Context: an optimization exercise on an open-source flow, tuned for small area. The choices shown serve that exercise and are no tape-out recipe.
Only simulation tests tie the RTL to the original design; equivalence was not proved.

==> inputs of exp/raven <==
## dec_stage_pipe
module dec_stage_pipe #(
    parameter int DATA_W  = 32,
    parameter int NREGS   = 32,
    parameter bit R0_ZERO = 1'b1,
    localparam int AW     = (NREGS > 1) ? $clog2(NREGS) : 1
) (
    input  logic                   clk_i,
    input  logic                   rst_ni,
    input  logic [31:0]            instr,
    input  logic                   in_valid,
    output logic                   in_ready,
    input  logic                   rf_b_sel,
    input  logic                   rf_wr_en,
    input  logic [AW-1:0]          rf_wr_addr,
    input  logic                   rf_wr_data_sel,
    input  logic [DATA_W-1:0]      alu_out,
    input  logic [DATA_W-1:0]      mem_out,
    output logic                   out_valid,
    input  logic                   out_ready,
    output logic [DATA_W-1:0]      rf_a,
    output logic [DATA_W-1:0]      rf_b,
    output logic [DATA_W-1:0]      immed,
    output logic [AW-1:0]          rd_q,
    output logic [5:0]             opcode_q
);
==> module regfile_bypass, before the edit <==
module regfile_bypass #(
    parameter int DATA_W  = 32,
    parameter int NREGS   = 32,
    parameter bit R0_ZERO = 1'b1,
    localparam int AW     = (NREGS > 1) ? $clog2(NREGS) : 1
) (
    input  logic              clk_i,
    input  logic              rst_ni,
    input  logic              wr_en_i,
    input  logic [AW-1:0]     wr_addr_i,
    input  logic [DATA_W-1:0] wr_data_i,
    input  logic [AW-1:0]     rd_addr_a_i,
    input  logic [AW-1:0]     rd_addr_b_i,
    output logic [DATA_W-1:0] rd_data_a_o,
    output logic [DATA_W-1:0] rd_data_b_o
);
    logic [DATA_W-1:0] mem_q [NREGS];
    logic [NREGS-1:0]  wr_sel, ok_q, sel_a, sel_b;
    always_comb begin
        for (int i = 0; i < NREGS; i++) begin
            wr_sel[i] = wr_en_i && (wr_addr_i == AW'(i)) && !(R0_ZERO && i == 0);
            sel_a[i]  = ok_q[i] && (rd_addr_a_i == AW'(i));
            sel_b[i]  = ok_q[i] && (rd_addr_b_i == AW'(i));
        end
    end
    always_ff @(posedge clk_i or negedge rst_ni) begin
        if (!rst_ni) ok_q <= '0;
        else         ok_q <= ok_q | wr_sel;
    end
    always_ff @(posedge clk_i) begin
        for (int i = 0; i < NREGS; i++)
            if (wr_sel[i]) mem_q[i] <= wr_data_i;
    end
    always_comb begin
        rd_data_a_o = '0;
        rd_data_b_o = '0;
        for (int i = 0; i < NREGS; i++) begin
            rd_data_a_o = rd_data_a_o | ({DATA_W{sel_a[i]}} & mem_q[i]);
            rd_data_b_o = rd_data_b_o | ({DATA_W{sel_b[i]}} & mem_q[i]);
        end
    end
endmodule
==> module dec_stage_pipe, before the edit <==
module dec_stage_pipe #(
    parameter int DATA_W  = 32,
    parameter int NREGS   = 32,
    parameter bit R0_ZERO = 1'b1,
    localparam int AW     = (NREGS > 1) ? $clog2(NREGS) : 1
) (
    input  logic                   clk_i,
    input  logic                   rst_ni,
    input  logic [31:0]            instr,
    input  logic                   in_valid,
    output logic                   in_ready,
    input  logic                   rf_b_sel,
    input  logic                   rf_wr_en,
    input  logic [AW-1:0]          rf_wr_addr,
    input  logic                   rf_wr_data_sel,
    input  logic [DATA_W-1:0]      alu_out,
    input  logic [DATA_W-1:0]      mem_out,
    output logic                   out_valid,
    input  logic                   out_ready,
    output logic [DATA_W-1:0]      rf_a,
    output logic [DATA_W-1:0]      rf_b,
    output logic [DATA_W-1:0]      immed,
    output logic [AW-1:0]          rd_q,
    output logic [5:0]             opcode_q
);
    logic [DATA_W-1:0] wr_data;
    logic              valid_q, ready;
    logic [AW-1:0]     rs_q, rd_q_r, src_b;
    logic [15:0]       imm_q;
    logic              bsel_q;
    logic [5:0]        op_q;
    assign wr_data = rf_wr_data_sel ? mem_out : alu_out;
    assign ready   = ~valid_q | out_ready;
    always_ff @(posedge clk_i or negedge rst_ni) begin
        if (!rst_ni)                valid_q <= 1'b0;
        else if (in_valid & ready)  valid_q <= 1'b1;
        else if (out_ready)         valid_q <= 1'b0;
    end
    always_ff @(posedge clk_i) begin
        if (ready) begin
            op_q   <= instr[31:26];
            rs_q   <= instr[25:21];
            rd_q_r <= instr[20:16];
            imm_q  <= instr[15:0];
            bsel_q <= rf_b_sel;
        end
    end
    assign src_b = bsel_q ? rd_q_r : imm_q[15:11];
    regfile_bypass #(
        .DATA_W  (DATA_W),
        .NREGS   (NREGS),
        .R0_ZERO (R0_ZERO)
    ) u_rf (
        .clk_i       (clk_i),
        .rst_ni      (rst_ni),
        .wr_en_i     (rf_wr_en),
        .wr_addr_i   (rf_wr_addr),
        .wr_data_i   (wr_data),
        .rd_addr_a_i (rs_q),
        .rd_addr_b_i (src_b),
        .rd_data_a_o (rf_a),
        .rd_data_b_o (rf_b)
    );
    always_comb begin
        case (op_q)
            dec_pkg::OP_LUI:                          immed = {imm_q, 16'd0};
            dec_pkg::OP_ANDI, dec_pkg::OP_ORI:        immed = {16'd0, imm_q};
            dec_pkg::OP_B, dec_pkg::OP_BEQ, dec_pkg::OP_BNE:
                                                      immed = {{14{imm_q[15]}}, imm_q, 2'b00};
            default:                                  immed = {{16{imm_q[15]}}, imm_q};
        endcase
    end
    assign in_ready  = ready;
    assign out_valid = valid_q;
    assign rd_q      = rd_q_r;
    assign opcode_q  = op_q;
endmodule
clock: 5.0 ns
lec_check: 0
cap_margin: 20
core_margin: 2
core_utilization: 40
slew_margin: 20
run.sh (not shown) runs the stock make flow with config.mk's settings and CLKGATE_MAP_FILE= SYNTH_SCRIPT=/design/flow/synth_recipe.tcl, a recipe that flattens the netlist after the stock synthesis.
==> exp/onyx: changes against exp/raven <==
--- a/flow/design.v
+++ b/flow/design.v
@@ -39,28 +39,104 @@
     output logic [DATA_W-1:0] rd_data_b_o
 );
-    logic [DATA_W-1:0] mem_q [NREGS];
-    logic [NREGS-1:0]  wr_sel, ok_q, sel_a, sel_b;
-    always_comb begin
-        for (int i = 0; i < NREGS; i++) begin
-            wr_sel[i] = wr_en_i && (wr_addr_i == AW'(i)) && !(R0_ZERO && i == 0);
-            sel_a[i]  = ok_q[i] && (rd_addr_a_i == AW'(i));
-            sel_b[i]  = ok_q[i] && (rd_addr_b_i == AW'(i));
-        end
+    logic [32*32-1:0]  q;
+    logic [31:0]       we, keep;
+    rf_wr_ctrl u_ctrl (
+        .clk_i     (clk_i),
+        .rst_ni    (rst_ni),
+        .wr_en_i   (wr_en_i),
+        .wr_addr_i (wr_addr_i),
+        .we_o      (we),
+        .keep_o    (keep)
+    );
+    assign q[31:0] = '0;
+    for (genvar i = 1; i < 32; i++) begin : g_row
+        rf_row u_row (
+            .clk_i  (clk_i),
+            .we_i   (we[i]),
+            .keep_i (keep[i]),
+            .d_i    (wr_data_i),
+            .q_o    (q[32*i +: 32])
+        );
+    end
+    rf_read_port u_rd_a (.addr_i(rd_addr_a_i), .q_i(q), .data_o(rd_data_a_o));
+    rf_read_port u_rd_b (.addr_i(rd_addr_b_i), .q_i(q), .data_o(rd_data_b_o));
+endmodule
+module rf_wr_ctrl (
+    input  logic        clk_i,
+    input  logic        rst_ni,
+    input  logic        wr_en_i,
+    input  logic [4:0]  wr_addr_i,
+    output logic [31:0] we_o,
+    output logic [31:0] keep_o
+);
+    logic [31:0] ok_q;
+    always_comb begin
+        for (int i = 0; i < 32; i++)
+            we_o[i] = wr_en_i && (wr_addr_i == 5'(i)) && (i != 0);
     end
     always_ff @(posedge clk_i or negedge rst_ni) begin
         if (!rst_ni) ok_q <= '0;
-        else         ok_q <= ok_q | wr_sel;
-    end
-    always_ff @(posedge clk_i) begin
-        for (int i = 0; i < NREGS; i++)
-            if (wr_sel[i]) mem_q[i] <= wr_data_i;
-    end
-    always_comb begin
-        rd_data_a_o = '0;
-        rd_data_b_o = '0;
-        for (int i = 0; i < NREGS; i++) begin
-            rd_data_a_o = rd_data_a_o | ({DATA_W{sel_a[i]}} & mem_q[i]);
-            rd_data_b_o = rd_data_b_o | ({DATA_W{sel_b[i]}} & mem_q[i]);
-        end
+        else         ok_q <= ok_q | we_o;
+    end
+    assign keep_o = ok_q & ~we_o;
+endmodule
+module rf_row (
+    input  logic        clk_i,
+    input  logic        we_i,
+    input  logic        keep_i,
+    input  logic [31:0] d_i,
+    output logic [31:0] q_o
+);
+    always_ff @(posedge clk_i)
+        q_o <= ({32{we_i}} & d_i) | ({32{keep_i}} & q_o);
+endmodule
+module rf_read_port (
+    input  logic [4:0]  addr_i,
+    input  logic [32*32-1:0] q_i,
+    output logic [31:0] data_o
+);
+    logic [31:0] sel;
+    logic [11*32-1:0] t;
+    rf_dec5 u_dec (.addr_i(addr_i), .sel_o(sel));
+    for (genvar g = 0; g < 10; g++) begin : g_grp
+        rf_aoi3 u_aoi (
+            .s0_i (sel[3*g+1]), .s1_i (sel[3*g+2]), .s2_i (sel[3*g+3]),
+            .d0_i (q_i[32*(3*g+1) +: 32]), .d1_i (q_i[32*(3*g+2) +: 32]),
+            .d2_i (q_i[32*(3*g+3) +: 32]),
+            .y_o  (t[32*g +: 32])
+        );
+    end
+    rf_nand1 u_last (.s_i(sel[31]), .d_i(q_i[32*31 +: 32]), .y_o(t[32*10 +: 32]));
+    rf_or11n u_or (.t_i(t), .y_o(data_o));
+endmodule
+module rf_dec5 (
+    input  logic [4:0]  addr_i,
+    output logic [31:0] sel_o
+);
+    always_comb begin
+        for (int i = 0; i < 32; i++) sel_o[i] = (addr_i == 5'(i));
+    end
+endmodule
+module rf_aoi3 (
+    input  logic        s0_i, s1_i, s2_i,
+    input  logic [31:0] d0_i, d1_i, d2_i,
+    output logic [31:0] y_o
+);
+    assign y_o = ~(({32{s0_i}} & d0_i) | ({32{s1_i}} & d1_i) | ({32{s2_i}} & d2_i));
+endmodule
+module rf_nand1 (
+    input  logic        s_i,
+    input  logic [31:0] d_i,
+    output logic [31:0] y_o
+);
+    assign y_o = ~({32{s_i}} & d_i);
+endmodule
+module rf_or11n (
+    input  logic [11*32-1:0] t_i,
+    output logic [31:0] y_o
+);
+    always_comb begin
+        y_o = '0;
+        for (int i = 0; i < 11; i++) y_o = y_o | ~t_i[32*i +: 32];
     end
 endmodule
@@ -90,10 +166,9 @@
     output logic [5:0]             opcode_q
 );
-    logic [DATA_W-1:0] wr_data;
-    logic              valid_q, ready;
-    logic [AW-1:0]     rs_q, rd_q_r, src_b;
-    logic [15:0]       imm_q;
-    logic              bsel_q;
-    logic [5:0]        op_q;
+    logic [DATA_W-1:0]       wr_data;
+    logic                    valid_q, ready;
+    logic [AW-1:0]           rs_q, rd_q_r, src_b_q;
+    logic [15:0]             imm_q;
+    logic [5:0]              op_q;
     assign wr_data = rf_wr_data_sel ? mem_out : alu_out;
     assign ready   = ~valid_q | out_ready;
@@ -109,8 +184,7 @@
             rd_q_r <= instr[20:16];
             imm_q  <= instr[15:0];
-            bsel_q <= rf_b_sel;
+            src_b_q <= rf_b_sel ? instr[20:16] : instr[15:11];
         end
     end
-    assign src_b = bsel_q ? rd_q_r : imm_q[15:11];
     regfile_bypass #(
         .DATA_W  (DATA_W),
@@ -124,5 +198,5 @@
         .wr_data_i   (wr_data),
         .rd_addr_a_i (rs_q),
-        .rd_addr_b_i (src_b),
+        .rd_addr_b_i (src_b_q),
         .rd_data_a_o (rf_a),
         .rd_data_b_o (rf_b)
==> flow/flow/run.sh (new file) <==
#!/bin/bash
# Layout flow: the standard ORFS flow (standard.sh, unchanged synthesis)
# with two layout changes:
#  - the port buffers that global placement inserts are
#    sky130_fd_sc_hd__buf_1 cells rather than the default delay buffer;
#  - clock tree synthesis runs without dummy loads (same arguments as the
#    standard cts.tcl otherwise).
# The make output goes to flow_make.log; ORFS writes each step's own log
# under orfs/logs/.
set -euo pipefail
bash standard.sh \
  "BUFFER_PORTS_ARGS=-buffer_cell sky130_fd_sc_hd__buf_1" \
  "CTS_ARGS=-sink_clustering_enable -repair_clock_nets -dont_use_dummy_load" \
  finish > flow_make.log 2>&1
==> flow/standard.sh (new file) <==
#!/bin/bash
# synth_recipe.tcl (not shown) runs the flow's synth.tcl, then flattens the netlist and writes it again
# the make line also repeats each setting of config.mk as NAME=value (left out here)
make -C /OpenROAD-flow-scripts/flow DESIGN_CONFIG=/design/flow/config.mk WORK_HOME=/design/flow/orfs CLKGATE_MAP_FILE= SYNTH_SCRIPT=/design/flow/synth_recipe.tcl "${@:-finish}"
- SETUP_SLACK_MARGIN: unset -> 0.15
- SYNTH_HIERARCHICAL: unset -> 1
removed: flow/run.sh
==> reports/metrics.yaml <==
detailed_routing:
  first_pass_iters: 15
  wl_per_cell_um: 36.7
  wl_met3_um: 28300
global_route:
  grtUsageTotal_pct: 32.4
sta:
  fin_setup_tns_ns: 0
  worst_pin_slew_ns: 1.24
setup_path:
  cp-endpoint: "rf_b[23]"
  r2r_setup_slack_ns: 3.17
  worstReg2RegEnd: "u_rf.g_row[20].u_row.q_o[2]"
  crit_chain: "or3_1 -> nor2_4 -> a222oi_1 -> nand4_1 -> or3_1 -> buf_1"
power_and_ir_drop:
  seqPwrFrac_pct: 49.2
  power_frac_comb_pct: 11.9
  finalPower_mw: 18.2
  p_sw_mw: 5.22
status:
  status: "no timing/DRC/antenna violations"
placement:
  gp_congestion: 0.899
  place_hpwl_um: 120000
final_layout:
  fin_util_pct: 43.4
the above is filed under exp/onyx

==> reports/metrics.yaml <==
status:
  status: "finished with violations"
  so_faults: "setup timing"
placement:
  gp_congestion: 0.982
  place_hpwl_um: 118000
detailed_routing:
  wl_per_cell_um: 45.2
  wl_met3_um: 41700
  first_pass_iters: 10
logic_synthesis:
  yosysMostFrequentCell: "edfxtp_1"
  synth_mux_area_share_pct: 0.816
sta:
  fin_setup_tns_ns: -0.0642
  setup_violations: 3
  worst_pin_slew_ns: 1.15
  setup_ws_ns: -0.0443
power_and_ir_drop:
  finalPower_mw: 20.3
  p_sw_mw: 5.00
  power_frac_comb_pct: 10.3
final_layout:
  fin_util_pct: 48.6
setup_path:
  worstReg2RegEnd: "op_q[5]"
  cp.arrival_ns: 4.04
  cp-endpoint: "rf_a[5]"
the above is filed under exp/raven

[static timing again, ports no longer ideal]
In the flow no input, the clock included, has a driving cell. The finished layouts below were timed again as built, in two steps.
Step 1: set_driving_cell puts a clkbuf_16 on clk_i and a buf_2 on each other input, an assumption about the parent block.
Step 2 moves the port delays by t, midway between the first and last clock arrival at a register: inputs arrive t later, outputs are due t later. That takes back most of the time a late clock gives input paths.
a / b / c = ideal / step 1 / step 2; a / b = the first two.
run	t (ns)	setup WS [ns]	worst setup path after step 2	worst slew at a driven data input, ns
exp/raven	0.786	-0.044 / -0.123 / 0.663	register to output	0.06
exp/onyx	0.753	0.177 / 0.101 / 0.854	register to output	0.05
